This design comes from an exercise in tuning for small area, a short achievable clock period and few clock cycles on the open sky130 flow, not from production work. Power figures rest on the tool's default switching activity, not on a simulated workload.

## poker_table
module poker_table
#(
	parameter poker_money_pkg::chip_t START_CHIPS = 15'd2000
)
(
	input logic clock,
	input logic resetn,
	input logic start,
	input logic action_valid,
	input poker_flow_pkg::action_t action,
	input logic showdown_valid,
	input poker_flow_pkg::winner_t showdown_winner,
	output logic action_ready,
	output logic showdown_ready,
	output poker_money_pkg::seat_t to_act,
	output poker_flow_pkg::street_t street,
	output poker_money_pkg::chip_t stack0,
	output poker_money_pkg::chip_t stack1,
	output poker_money_pkg::chip_t bet0,
	output poker_money_pkg::chip_t bet1,
	output poker_money_pkg::chip_t pot,
	output logic hand_over,
	output logic match_over,
	output poker_money_pkg::seat_t match_winner
);
clock: 14.0 ns
lec_check: 0
cap_margin: 20
core_margin: 2
core_utilization: 40
slew_margin: 20
standard.sh (not shown) runs the stock make flow with config.mk's settings and CLKGATE_MAP_FILE= SYNTH_SCRIPT=/design/flow/synth_recipe.tcl, a recipe that flattens the netlist after the stock synthesis.
==> flow/flow/run.sh <==
#!/bin/bash
# Standard synthesis and layout, run stage by stage so each stage can get its
# own ORFS settings: flow/stage_<name>.txt holds make variable assignments,
# one per line (for example a setup margin for the timing repair, or the
# buffer cell for the port buffers). Each stage logs to <name>.log here.
set -euo pipefail
run() {
	local name=$1 target=$2
	local -a extra=()
	if [[ -f flow/stage_$name.txt ]]; then
		while IFS= read -r line; do
			[[ -z $line || $line == \#* ]] || extra+=("$line")
		done < flow/stage_$name.txt
	fi
	bash standard.sh "${extra[@]}" "$target" > "$name.log" 2>&1
}
bash standard.sh synth > synth.log 2>&1
run fp floorplan
run place place
run cts cts
run route finish
==> flow/flow/stage_fp.txt <==
SETUP_SLACK_MARGIN=9.5
==> flow/flow/stage_place.txt <==
BUFFER_PORTS_ARGS=-buffer_cell sky130_fd_sc_hd__buf_2
Rerun with:
--- a/flow/design.v
+++ b/flow/design.v
@@ -94,13 +94,12 @@
 	amt_t t0, t1, b0, b1, p;
 	logic ta;	 
 	logic bb;	 
 	logic first;	 
 	logic [2:0] st;
 	logic ph_act, ph_show, ph_hov, ph_mov;	 
-	logic gt0, gt1;	 
 	amt_t s0, s1;	 
 	assign s0 = t0 - b0;
 	assign s1 = t1 - b1;
 	assign stack0 = poker_money_pkg::chip_t'(s0);
 	assign stack1 = poker_money_pkg::chip_t'(s1);
 	assign bet0 = poker_money_pkg::chip_t'(b0);
@@ -110,23 +109,26 @@
 	assign street = poker_flow_pkg::street_t'(st);
 	assign action_ready = ph_act;
 	assign showdown_ready = ph_show;
 	assign hand_over = ph_hov;
 	assign match_over = ph_mov;
 	assign match_winner = t1[W-1];	 
+	logic b0_gt, b1_gt;	 
 	logic t0_gt;	 
 	amt_t cap;	 
+	assign b0_gt = b0 > b1;
+	assign b1_gt = b1 > b0;
 	assign t0_gt = t0 > t1;
 	assign cap = t0_gt ? t1 : t0;
 	amt_t otot, pb;
 	assign otot = ta ? t1 : t0;
 	assign pb = ta ? b0 : b1;
 	logic need, over, covers, ps_nz, agt;
 	logic [W:0] dc;
-	assign need = ta ? gt0 : gt1;	 
-	assign over = ta ? gt1 : gt0;	 
+	assign need = ta ? b0_gt : b1_gt;	 
+	assign over = ta ? b1_gt : b0_gt;	 
 	assign dc = {1'b0, otot} - {1'b0, pb};	 
 	assign covers = !dc[W];
 	assign ps_nz = ta ? (t0 != b0) : (t1 != b1);
 	assign agt = ta ? !t0_gt && (t0 != t1) : t0_gt;
 	logic ok1, ok2, ok3;
 	assign ok1 = (pb < R1) && (t0 >= R1) && (t1 >= R1);
@@ -135,33 +137,25 @@
 	logic araise;
 	assign araise = covers && (dc[W-1:0] != '0) && ps_nz;
 	amt_t w0, w1;	 
 	assign w0 = amt_t'(radd(ALL, ~s1, 1'b1));
 	assign w1 = amt_t'(radd(ALL, ~s0, 1'b1));
 	amt_t pclose, p2;
-	assign p2 = amt_t'(radd(p, {pb[W-2:0], 1'b0}, 1'b0));
+	assign p2 = p + {pb[W-2:0], 1'b0};
 	assign pclose = over ? (ta ? w0 : w1) : covers ? p2 : (ta ? w1 : w0);
 	amt_t ctot;
 	assign ctot = !need ? (ta ? s1 : s0) : covers ? dc[W-1:0] : '0;
 	amt_t half, sp0, sp1;
 	assign half = p >> 1;
 	assign sp0 = amt_t'(radd(t0, half, p[0]));
 	assign sp1 = amt_t'(radd(t1, half, 1'b0));
 	logic empty;
 	amt_t post0, post1;
 	assign empty = (t0 == '0) || (t1 == '0);
 	assign post0 = bb ? ((t0 < BB) ? t0 : BB) : ((t0 < SB) ? t0 : SB);
 	assign post1 = bb ? ((t1 < SB) ? t1 : SB) : ((t1 < BB) ? t1 : BB);
-	logic tsb_full, tbb_gt_sb, tbb_lt_sb, bbg, sbg, hgt0, hgt1;
-	assign tsb_full = bb ? !(t1 < SB) : !(t0 < SB);
-	assign tbb_gt_sb = bb ? t0_gt : !t0_gt && (t0 != t1);	 
-	assign tbb_lt_sb = bb ? !t0_gt && (t0 != t1) : t0_gt;
-	assign bbg = tsb_full ? (bb ? (t0 > SB) : (t1 > SB)) : tbb_gt_sb;
-	assign sbg = tsb_full ? (bb ? (t0 < SB) : (t1 < SB)) : tbb_lt_sb;
-	assign hgt0 = bb ? bbg : sbg;
-	assign hgt1 = bb ? sbg : bbg;
 	logic idle_like, go_start, take_a, take_s, hov_deal;
 	assign idle_like = !(ph_act || ph_show || ph_hov);
 	assign go_start = idle_like && start;
 	assign take_a = ph_act && action_valid;
 	assign take_s = ph_show && showdown_valid;
 	assign hov_deal = ph_hov && !empty;
@@ -219,40 +213,12 @@
 		t0 <= nt0;
 		t1 <= nt1;
 		p <= np;
 	end
 	always_ff @(posedge clock)
 	begin
-		if (go_start)
-		begin
-			gt0 <= 1'b0;
-			gt1 <= 1'b1;
-		end
-		else if (a_fold || a_close)
-		begin
-			gt0 <= 1'b0;
-			gt1 <= 1'b0;
-		end
-		else if (a_raise)	 
-		begin
-			gt0 <= !ta;
-			gt1 <= ta;
-		end
-		else if (a_call && need && covers)	 
-		begin
-			gt0 <= 1'b0;
-			gt1 <= 1'b0;
-		end
-		else if (hov_deal)
-		begin
-			gt0 <= hgt0;
-			gt1 <= hgt1;
-		end
-	end
-	always_ff @(posedge clock)
-	begin
 		if (!resetn)
 		begin
 			ph_act <= 1'b0;
 			ph_show <= 1'b0;
 			ph_hov <= 1'b0;
 			ph_mov <= 1'b0;
After rerunning: The changed run passed the timing, design-rule and antenna checks; count of clock-buffer cells in the layout fell by 1; flip-flop and latch count goes down by 2; sequential power came out lower by 16%; register-to-register slack got worse by 0.05 ns; synthesized cell count is lower by about 2.2%; design area goes down by about 1.1%; worst setup slack degrades by 0.045 ns; hold slack got worse by 0.0093 ns; sequential share of layout area drops by 0.31 points; fmax came out lower by about 0.75%; critical path depth climbs by 2; power shrinks by about 13%; final cell count shrinks by about 0.6%.
No run of this note included a check of the RTL's function; only the layout flow was run.

-- port drivers added, routing unchanged --
Ports are ideal in the flow. The routed layouts listed here were re-timed in OpenROAD.
Step 1, drivers: a clkbuf_16 drives clock and a buf_2 each remaining input, both assumed.
Step 2 moves the port delays by t, midway between the first and last clock arrival at a register: inputs arrive t later, outputs are due t later. That takes back most of the time a late clock gives input paths.
Three values: ideal, step 1, step 2; two values: the first two.
run | t (ns) | slack for setup (ns) | worst setup path after step 2
the first run | 0.402 | 8.010 / 8.010 / 8.010 | register to register
the second run | 0.399 | 7.965 / 7.965 / 7.965 | register to register
After both steps every run listed still meets setup and hold.
